Context: an optimization exercise on an open-source flow, tuned for small area, a short achievable clock period and few clock cycles. The choices shown serve that exercise and are no tape-out recipe. Only simulation tests tie the RTL to the original design; equivalence was not proved. Power and IR drop assume default switching activity.

==> inputs of run a <==
// block_table_heap_allocator_core
module block_table_heap_allocator_core (
	input  logic                             clk,
	input  logic                             arst_n,
	input  logic                             req_valid,
	output logic                             req_ready,
	input  logic                             req_type,
	input  logic [bta_pkg::ADDR_W-1:0]       req_size_bytes,
	input  logic [bta_pkg::ADDR_W-1:0]       req_address,
	output logic                             rsp_valid,
	input  logic                             rsp_ready,
	output logic [bta_pkg::ADDR_W-1:0]       rsp_result_address,
	output logic [1:0]                       rsp_status,
	input  logic                             cfg_write,
	input  logic [bta_pkg::CFG_IDX_W-1:0]    cfg_index,
	input  logic [bta_pkg::CFG_DATA_W-1:0]   cfg_data
);
	bta_pkg::bta_cmd_t  cmd;
	bta_pkg::bta_stat_t stat;
	bta_ctrl u_ctrl (
		.clk      (clk),
		.arst_n   (arst_n),
		.in_valid (req_valid),
		.in_ready (req_ready),
		.stat     (stat),
		.cmd      (cmd)
	);
	bta_dp u_dp (
		.clk                (clk),
		.arst_n             (arst_n),
		.cmd                (cmd),
		.stat               (stat),
  ...
make LEC_CHECK=0 CAP_MARGIN=20 CORE_MARGIN=2 CORE_UTILIZATION=40 SLEW_MARGIN=20 finish   # period 9.0 ns
run.sh (not shown) runs the stock make flow with config.mk's settings and CLKGATE_MAP_FILE= SYNTH_SCRIPT=/design/flow/synth_recipe.tcl, a recipe that flattens the netlist after the stock synthesis.
==> inputs of run b, as changes to run a <==
--- a/flow/design.v
+++ b/flow/design.v
@@ -52,28 +52,28 @@
 	} bta_stat_t;
 endpackage
 module bta_ram #(
 	parameter int WIDTH = 2,
 	parameter int DEPTH = 1024,
 	localparam int AW = $clog2(DEPTH),
-	localparam int WW = AW - 2
+	localparam int WW = AW - 3
 ) (
 	input  logic               clk,
 	input  logic               we,
 	input  logic               wclr,
 	input  logic [AW-1:0]      waddr,
 	input  logic [WIDTH-1:0]   wdata,
 	input  logic [WW-1:0]      raddr,
-	output logic [4*WIDTH-1:0] rdata
+	output logic [8*WIDTH-1:0] rdata
 );
-	logic [4*WIDTH-1:0] mem [DEPTH/4];
+	logic [8*WIDTH-1:0] mem [DEPTH/8];
 	always_ff @(posedge clk) begin
 		if (wclr) begin
-			mem[waddr[AW-1:2]] <= '0;
+			mem[waddr[AW-1:3]] <= '0;
 		end else if (we) begin
-			mem[waddr[AW-1:2]][waddr[1:0]*WIDTH +: WIDTH] <= wdata;
+			mem[waddr[AW-1:3]][waddr[2:0]*WIDTH +: WIDTH] <= wdata;
 		end
 		rdata <= mem[raddr];
 	end
 endmodule
 module bta_ctrl (
 	input  logic               clk,
@@ -206,16 +206,16 @@
 	logic [bta_pkg::IDX_W-1:0]     fidx_q;
 	logic                 out_valid_q;
 	logic [bta_pkg::ADDR_W-1:0]    out_addr_q;
 	bta_pkg::status_t              out_status_q;
 	logic                 ram_we;
 	logic                 ram_wclr;
-	logic [4*bta_pkg::ENTRY_W-1:0] ram_word;
+	logic [8*bta_pkg::ENTRY_W-1:0] ram_word;
 	logic [bta_pkg::IDX_W-1:0]     ram_waddr;
 	logic [bta_pkg::ENTRY_W-1:0]   ram_wdata;
-	logic [bta_pkg::IDX_W-3:0]     ram_raddr;
+	logic [bta_pkg::IDX_W-4:0]     ram_raddr;
 	logic [bta_pkg::ENTRY_W-1:0]   ram_rdata;
 	logic [bta_pkg::CNT_W-1:0]     n_blocks;
 	logic [bta_pkg::ADDR_W:0]      size_sum;
 	logic [bta_pkg::NEED_W-1:0]    need_in;
 	logic [bta_pkg::BLK_NUM_W-1:0] abase_blk;
 	logic [bta_pkg::ADDR_W-1:0]    off;
@@ -234,22 +234,22 @@
 		.wclr  (ram_wclr),
 		.waddr (ram_waddr),
 		.wdata (ram_wdata),
 		.raddr (ram_raddr),
 		.rdata (ram_word)
 	);
-	assign ram_rdata = ram_word[fidx_q[1:0]*bta_pkg::ENTRY_W +: bta_pkg::ENTRY_W];
+	assign ram_rdata = ram_word[fidx_q[2:0]*bta_pkg::ENTRY_W +: bta_pkg::ENTRY_W];
 	logic [bta_pkg::CNT_W-1:0] scan_run;
 	logic                      scan_hit;
 	logic [bta_pkg::CNT_W-1:0] scan_hit_start;
 	always_comb begin
 		logic [bta_pkg::CNT_W-1:0] r;
 		r = run_q;
 		scan_hit = 1'b0;
 		scan_hit_start = '0;
-		for (int j = 0; j < 4; j++) begin
+		for (int j = 0; j < 8; j++) begin
 			if (!scan_hit) begin
 				if ((bta_pkg::CNT_W'(idx_s1) + bta_pkg::CNT_W'(j) >= n_blocks) || ram_word[j*bta_pkg::ENTRY_W + bta_pkg::MARK_TAKEN]) begin
 					r = '0;
 				end else begin
 					r = r + bta_pkg::CNT_W'(1);
 					if (r == need_q[bta_pkg::CNT_W-1:0]) begin
@@ -274,13 +274,13 @@
 	assign hit_start = scan_hit_start;
 	assign fidx_inc   = bta_pkg::CNT_W'(fidx_q) + bta_pkg::CNT_W'(1);
 	assign chain_more = ram_rdata[bta_pkg::MARK_NEXT] && (fidx_inc < n_blocks);
 	assign out_free = !out_valid_q || out_ready;
 	always_comb begin
 		stat            = '0;
-		stat.clear_last = (clr_q == bta_pkg::IDX_W'(bta_pkg::MAX_BLOCKS - 4));
+		stat.clear_last = (clr_q == bta_pkg::IDX_W'(bta_pkg::MAX_BLOCKS - 8));
 		stat.is_free    = (req_type_q == bta_pkg::REQ_FREE);
 		stat.size_zero  = size_zero_q;
 		stat.too_big    = (bta_pkg::ADDR_W+1)'(need_q) > (bta_pkg::ADDR_W+1)'(n_blocks);
 		stat.bad_addr   = (bta_pkg::ADDR_W+1)'(off_blk) >= (bta_pkg::ADDR_W+1)'(n_blocks);
 		stat.found      = hit;
 		stat.exhausted  = !pend_s1 && !issue;
@@ -290,30 +290,30 @@
 	end
 	always_comb begin
 		ram_we    = 1'b0;
 		ram_wclr  = 1'b0;
 		ram_waddr = '0;
 		ram_wdata = '0;
-		ram_raddr = rd_idx_q[bta_pkg::IDX_W-1:2];
+		ram_raddr = rd_idx_q[bta_pkg::IDX_W-1:3];
 		if (cmd.clr) begin
 			ram_wclr  = 1'b1;
 			ram_waddr = clr_q;
 		end
 		if (cmd.fill) begin
 			ram_we                = 1'b1;
 			ram_waddr             = wr_idx_q;
 			ram_wdata[bta_pkg::MARK_TAKEN] = 1'b1;
 			ram_wdata[bta_pkg::MARK_NEXT]  = (left_q != bta_pkg::CNT_W'(1));
 		end
 		if (cmd.free_init) begin
-			ram_raddr = off_blk[bta_pkg::IDX_W-1:2];
+			ram_raddr = off_blk[bta_pkg::IDX_W-1:3];
 		end
 		if (cmd.free) begin
 			ram_we    = 1'b1;
 			ram_waddr = fidx_q;
-			ram_raddr = fidx_inc[bta_pkg::IDX_W-1:2];
+			ram_raddr = fidx_inc[bta_pkg::IDX_W-1:3];
 		end
 	end
 	always_ff @(posedge clk or negedge arst_n) begin
 		if (!arst_n) begin
 			base_q   <= '0;
 			blocks_q <= bta_pkg::BIU_W'(bta_pkg::BLOCKS_RESET);
@@ -330,20 +330,20 @@
 			clr_q       <= '0;
 			pend_s1     <= 1'b0;
 			rd_idx_q    <= '0;
 			run_q       <= '0;
 			out_valid_q <= 1'b0;
 		end else begin
-			if (cmd.clr) clr_q <= clr_q + bta_pkg::IDX_W'(4);
+			if (cmd.clr) clr_q <= clr_q + bta_pkg::IDX_W'(8);
 			if (cmd.scan_init) begin
 				rd_idx_q <= '0;
 				run_q    <= '0;
 				pend_s1  <= 1'b0;
 			end else if (cmd.scan) begin
 				pend_s1 <= issue;
-				if (issue) rd_idx_q <= rd_idx_q + bta_pkg::CNT_W'(4);
+				if (issue) rd_idx_q <= rd_idx_q + bta_pkg::CNT_W'(8);
 				if (pend_s1) run_q <= scan_run;
 			end
 			if (cmd.emit) begin
 				out_valid_q <= 1'b1;
 			end else if (out_ready) begin
 				out_valid_q <= 1'b0;
==> inputs of run c, as changes to run a <==
--- a/flow/design.v
+++ b/flow/design.v
@@ -51,29 +51,25 @@
 		logic out_free;
 	} bta_stat_t;
 endpackage
 module bta_ram #(
 	parameter int WIDTH = 2,
 	parameter int DEPTH = 1024,
-	localparam int AW = $clog2(DEPTH),
-	localparam int WW = AW - 2
+	localparam int AW = $clog2(DEPTH)
 ) (
-	input  logic               clk,
-	input  logic               we,
-	input  logic               wclr,
-	input  logic [AW-1:0]      waddr,
-	input  logic [WIDTH-1:0]   wdata,
-	input  logic [WW-1:0]      raddr,
-	output logic [4*WIDTH-1:0] rdata
+	input  logic             clk,
+	input  logic             we,
+	input  logic [AW-1:0]    waddr,
+	input  logic [WIDTH-1:0] wdata,
+	input  logic [AW-1:0]    raddr,
+	output logic [WIDTH-1:0] rdata
 );
-	logic [4*WIDTH-1:0] mem [DEPTH/4];
+	logic [WIDTH-1:0] mem [DEPTH];
 	always_ff @(posedge clk) begin
-		if (wclr) begin
-			mem[waddr[AW-1:2]] <= '0;
-		end else if (we) begin
-			mem[waddr[AW-1:2]][waddr[1:0]*WIDTH +: WIDTH] <= wdata;
+		if (we) begin
+			mem[waddr] <= wdata;
 		end
 		rdata <= mem[raddr];
 	end
 endmodule
 module bta_ctrl (
 	input  logic               clk,
@@ -205,17 +201,15 @@
 	logic [bta_pkg::CNT_W-1:0]     left_q;
 	logic [bta_pkg::IDX_W-1:0]     fidx_q;
 	logic                 out_valid_q;
 	logic [bta_pkg::ADDR_W-1:0]    out_addr_q;
 	bta_pkg::status_t              out_status_q;
 	logic                 ram_we;
-	logic                 ram_wclr;
-	logic [4*bta_pkg::ENTRY_W-1:0] ram_word;
 	logic [bta_pkg::IDX_W-1:0]     ram_waddr;
 	logic [bta_pkg::ENTRY_W-1:0]   ram_wdata;
-	logic [bta_pkg::IDX_W-3:0]     ram_raddr;
+	logic [bta_pkg::IDX_W-1:0]     ram_raddr;
 	logic [bta_pkg::ENTRY_W-1:0]   ram_rdata;
 	logic [bta_pkg::CNT_W-1:0]     n_blocks;
 	logic [bta_pkg::ADDR_W:0]      size_sum;
 	logic [bta_pkg::NEED_W-1:0]    need_in;
 	logic [bta_pkg::BLK_NUM_W-1:0] abase_blk;
 	logic [bta_pkg::ADDR_W-1:0]    off;
@@ -228,92 +222,66 @@
 	logic                 chain_more;
 	logic [bta_pkg::ADDR_W-1:0]    run_addr;
 	logic                 out_free;
 	bta_ram #(.WIDTH(bta_pkg::ENTRY_W), .DEPTH(bta_pkg::MAX_BLOCKS)) u_table (
 		.clk   (clk),
 		.we    (ram_we),
-		.wclr  (ram_wclr),
 		.waddr (ram_waddr),
 		.wdata (ram_wdata),
 		.raddr (ram_raddr),
-		.rdata (ram_word)
+		.rdata (ram_rdata)
 	);
-	assign ram_rdata = ram_word[fidx_q[1:0]*bta_pkg::ENTRY_W +: bta_pkg::ENTRY_W];
-	logic [bta_pkg::CNT_W-1:0] scan_run;
-	logic                      scan_hit;
-	logic [bta_pkg::CNT_W-1:0] scan_hit_start;
-	always_comb begin
-		logic [bta_pkg::CNT_W-1:0] r;
-		r = run_q;
-		scan_hit = 1'b0;
-		scan_hit_start = '0;
-		for (int j = 0; j < 4; j++) begin
-			if (!scan_hit) begin
-				if ((bta_pkg::CNT_W'(idx_s1) + bta_pkg::CNT_W'(j) >= n_blocks) || ram_word[j*bta_pkg::ENTRY_W + bta_pkg::MARK_TAKEN]) begin
-					r = '0;
-				end else begin
-					r = r + bta_pkg::CNT_W'(1);
-					if (r == need_q[bta_pkg::CNT_W-1:0]) begin
-						scan_hit = 1'b1;
-						scan_hit_start = bta_pkg::CNT_W'(idx_s1) + bta_pkg::CNT_W'(j) + bta_pkg::CNT_W'(1) - need_q[bta_pkg::CNT_W-1:0];
-					end
-				end
-			end
-		end
-		scan_run = r;
-	end
 	assign n_blocks = (32'(blocks_q) > 32'(bta_pkg::MAX_BLOCKS)) ? bta_pkg::CNT_W'(bta_pkg::MAX_BLOCKS) : bta_pkg::CNT_W'(blocks_q);
 	assign size_sum  = {1'b0, in_size_bytes} + (bta_pkg::ADDR_W+1)'(bta_pkg::BLOCK_BYTES - 1);
 	assign need_in   = size_sum[bta_pkg::ADDR_W:bta_pkg::BLK_SH];
 	assign abase_blk = base_q[bta_pkg::ADDR_W-1:bta_pkg::BLK_SH];
 	assign off       = addr_q - {abase_blk, bta_pkg::BLK_SH'(0)};
 	assign off_blk   = off[bta_pkg::ADDR_W-1:bta_pkg::BLK_SH];
 	assign run_addr  = {abase_blk + bta_pkg::BLK_NUM_W'(start_q), bta_pkg::BLK_SH'(0)};
 	assign issue     = rd_idx_q < n_blocks;
 	assign run_inc   = run_q + bta_pkg::CNT_W'(1);
-	assign hit       = pend_s1 && scan_hit;
-	assign hit_start = scan_hit_start;
+	assign hit       = pend_s1 && !ram_rdata[bta_pkg::MARK_TAKEN] && (run_inc == need_q[bta_pkg::CNT_W-1:0]);
+	assign hit_start = bta_pkg::CNT_W'(idx_s1) + bta_pkg::CNT_W'(1) - need_q[bta_pkg::CNT_W-1:0];
 	assign fidx_inc   = bta_pkg::CNT_W'(fidx_q) + bta_pkg::CNT_W'(1);
 	assign chain_more = ram_rdata[bta_pkg::MARK_NEXT] && (fidx_inc < n_blocks);
 	assign out_free = !out_valid_q || out_ready;
 	always_comb begin
 		stat            = '0;
-		stat.clear_last = (clr_q == bta_pkg::IDX_W'(bta_pkg::MAX_BLOCKS - 4));
+		stat.clear_last = (clr_q == bta_pkg::IDX_W'(bta_pkg::MAX_BLOCKS - 1));
 		stat.is_free    = (req_type_q == bta_pkg::REQ_FREE);
 		stat.size_zero  = size_zero_q;
 		stat.too_big    = (bta_pkg::ADDR_W+1)'(need_q) > (bta_pkg::ADDR_W+1)'(n_blocks);
 		stat.bad_addr   = (bta_pkg::ADDR_W+1)'(off_blk) >= (bta_pkg::ADDR_W+1)'(n_blocks);
 		stat.found      = hit;
 		stat.exhausted  = !pend_s1 && !issue;
 		stat.fill_last  = (left_q == bta_pkg::CNT_W'(1));
 		stat.chain_more = chain_more;
 		stat.out_free   = out_free;
 	end
 	always_comb begin
 		ram_we    = 1'b0;
-		ram_wclr  = 1'b0;
 		ram_waddr = '0;
 		ram_wdata = '0;
-		ram_raddr = rd_idx_q[bta_pkg::IDX_W-1:2];
+		ram_raddr = rd_idx_q[bta_pkg::IDX_W-1:0];
 		if (cmd.clr) begin
-			ram_wclr  = 1'b1;
+			ram_we    = 1'b1;
 			ram_waddr = clr_q;
 		end
 		if (cmd.fill) begin
 			ram_we                = 1'b1;
 			ram_waddr             = wr_idx_q;
 			ram_wdata[bta_pkg::MARK_TAKEN] = 1'b1;
 			ram_wdata[bta_pkg::MARK_NEXT]  = (left_q != bta_pkg::CNT_W'(1));
 		end
 		if (cmd.free_init) begin
-			ram_raddr = off_blk[bta_pkg::IDX_W-1:2];
+			ram_raddr = off_blk[bta_pkg::IDX_W-1:0];
 		end
 		if (cmd.free) begin
 			ram_we    = 1'b1;
 			ram_waddr = fidx_q;
-			ram_raddr = fidx_inc[bta_pkg::IDX_W-1:2];
+			ram_raddr = fidx_inc[bta_pkg::IDX_W-1:0];
 		end
 	end
 	always_ff @(posedge clk or negedge arst_n) begin
 		if (!arst_n) begin
 			base_q   <= '0;
 			blocks_q <= bta_pkg::BIU_W'(bta_pkg::BLOCKS_RESET);
@@ -330,21 +298,21 @@
 			clr_q       <= '0;
 			pend_s1     <= 1'b0;
 			rd_idx_q    <= '0;
 			run_q       <= '0;
 			out_valid_q <= 1'b0;
 		end else begin
-			if (cmd.clr) clr_q <= clr_q + bta_pkg::IDX_W'(4);
+			if (cmd.clr) clr_q <= clr_q + bta_pkg::IDX_W'(1);
 			if (cmd.scan_init) begin
 				rd_idx_q <= '0;
 				run_q    <= '0;
 				pend_s1  <= 1'b0;
 			end else if (cmd.scan) begin
 				pend_s1 <= issue;
-				if (issue) rd_idx_q <= rd_idx_q + bta_pkg::CNT_W'(4);
-				if (pend_s1) run_q <= scan_run;
+				if (issue) rd_idx_q <= rd_idx_q + bta_pkg::CNT_W'(1);
+				if (pend_s1) run_q <= ram_rdata[bta_pkg::MARK_TAKEN] ? '0 : run_inc;
 			end
 			if (cmd.emit) begin
 				out_valid_q <= 1'b1;
 			end else if (out_ready) begin
 				out_valid_q <= 1'b0;
 			end
==> run notes <==
Outcome: run c complete, no violations; run a complete, no violations; run b complete, but fails checks
Violated checks: run c -; run a -; run b negative setup slack
First-pass GRT wire length: run c 440400 um; run a 473300 um; run b 495400 um
Total Routing Usage GR: run c 24.01%; run a 24.77%; run b 23.63%
Standard cell area after detailed placement: run c 102600 um2; run a 107700 um2; run b 117400 um2
Top-count cell post-synth: run c edfxtp_1; run a edfxtp_1; run b nand2_1
Met1 routing resource usage after global routing: run c 33.14%; run a 33.84%; run b 33.11%
Multi-input combinational cell area: run c 27540 um2; run a 32360 um2; run b 39370 um2
Worst-path maximum fanout: run c 11; run a 12; run b 6
Slew of the pin with the lowest slew margin: run c 1.248 ns; run a 1.442 ns; run b 1.179 ns
Highest ir drop seen on vdd: run c 206.1 uV; run a 200.4 uV; run b 158.4 uV
Die area: run c 247600 um2; run a 258200 um2; run b 272900 um2
Synthesized netlist cell count: run c 8121; run a 9005; run b 9964
Finished Layout Cells: run c 11.55k; run a 12.60k; run b 14.20k
Worst r2r dst: run c u_dp.u_table.rdata[1]$_DFF_P_; run a u_dp.left_q[0]$_DFFE_PP_; run b u_dp.wr_idx_q[2]$_DFFE_PP_
Initial detailed-routing violation count: run c 9923; run a 9787; run b 8632
Area of all placed cells without fillers: run c 109700 um2; run a 115700 um2; run b 126600 um2
Fraction of standard cell area that is sequential: run c 60.96%; run a 57.75%; run b 52.86%
Net Switching: run c 4.689 mW; run a 5.165 mW; run b 5.579 mW
Reg2Reg Launch Point: run c u_dp.base_q[13]$_DFFE_PN0P_; run a u_dp.blocks_q[0]$_DFFE_PN0P_; run b u_dp.blocks_q[10]$_DFFE_PN1P_
Power of the combinational group: run c 1.01 mW; run a 1.48 mW; run b 2.71 mW
Testbench counts of run a, summed over its fixed seeds: cycles 208,862.
Testbench counts of run b, summed over its fixed seeds: cycles 130,666.
Testbench counts of run c, summed over its fixed seeds: cycles 677,974.

## what the ideal ports hide
The flow's constraints put no driver on any port. The routed layouts listed below were extracted and timed again, unchanged, in two steps.
Step 1 sets driving cells, clkbuf_16 on the clock port and buf_2 on the other inputs (assumed; they add their load-dependent delay and slew).
Step 2, shift: input delay + t, output delay - t, t = (earliest + latest rising clock arrival at the registers) / 2. This alone moves slack from input paths to output paths.
Slacks: ideal / step 1 / step 2; pairs: ideal / step 1.
run | t, ns | slack for setup (ns) | clock arrival spread, ns | worst register clock-pin slew, ns | cell pins on the clock port's net
run a | 0.959 | 0.554 / 0.554 / 0.554 | 0.105 / 0.106 | 0.07 / 0.07 | 1
run b | 0.974 | -1.503 / -1.503 / -1.503 | 0.093 / 0.093 | 0.07 / 0.07 | 1
run c | 0.957 | 0.671 / 0.671 / 0.671 | 0.053 / 0.053 | 0.07 / 0.07 | 1
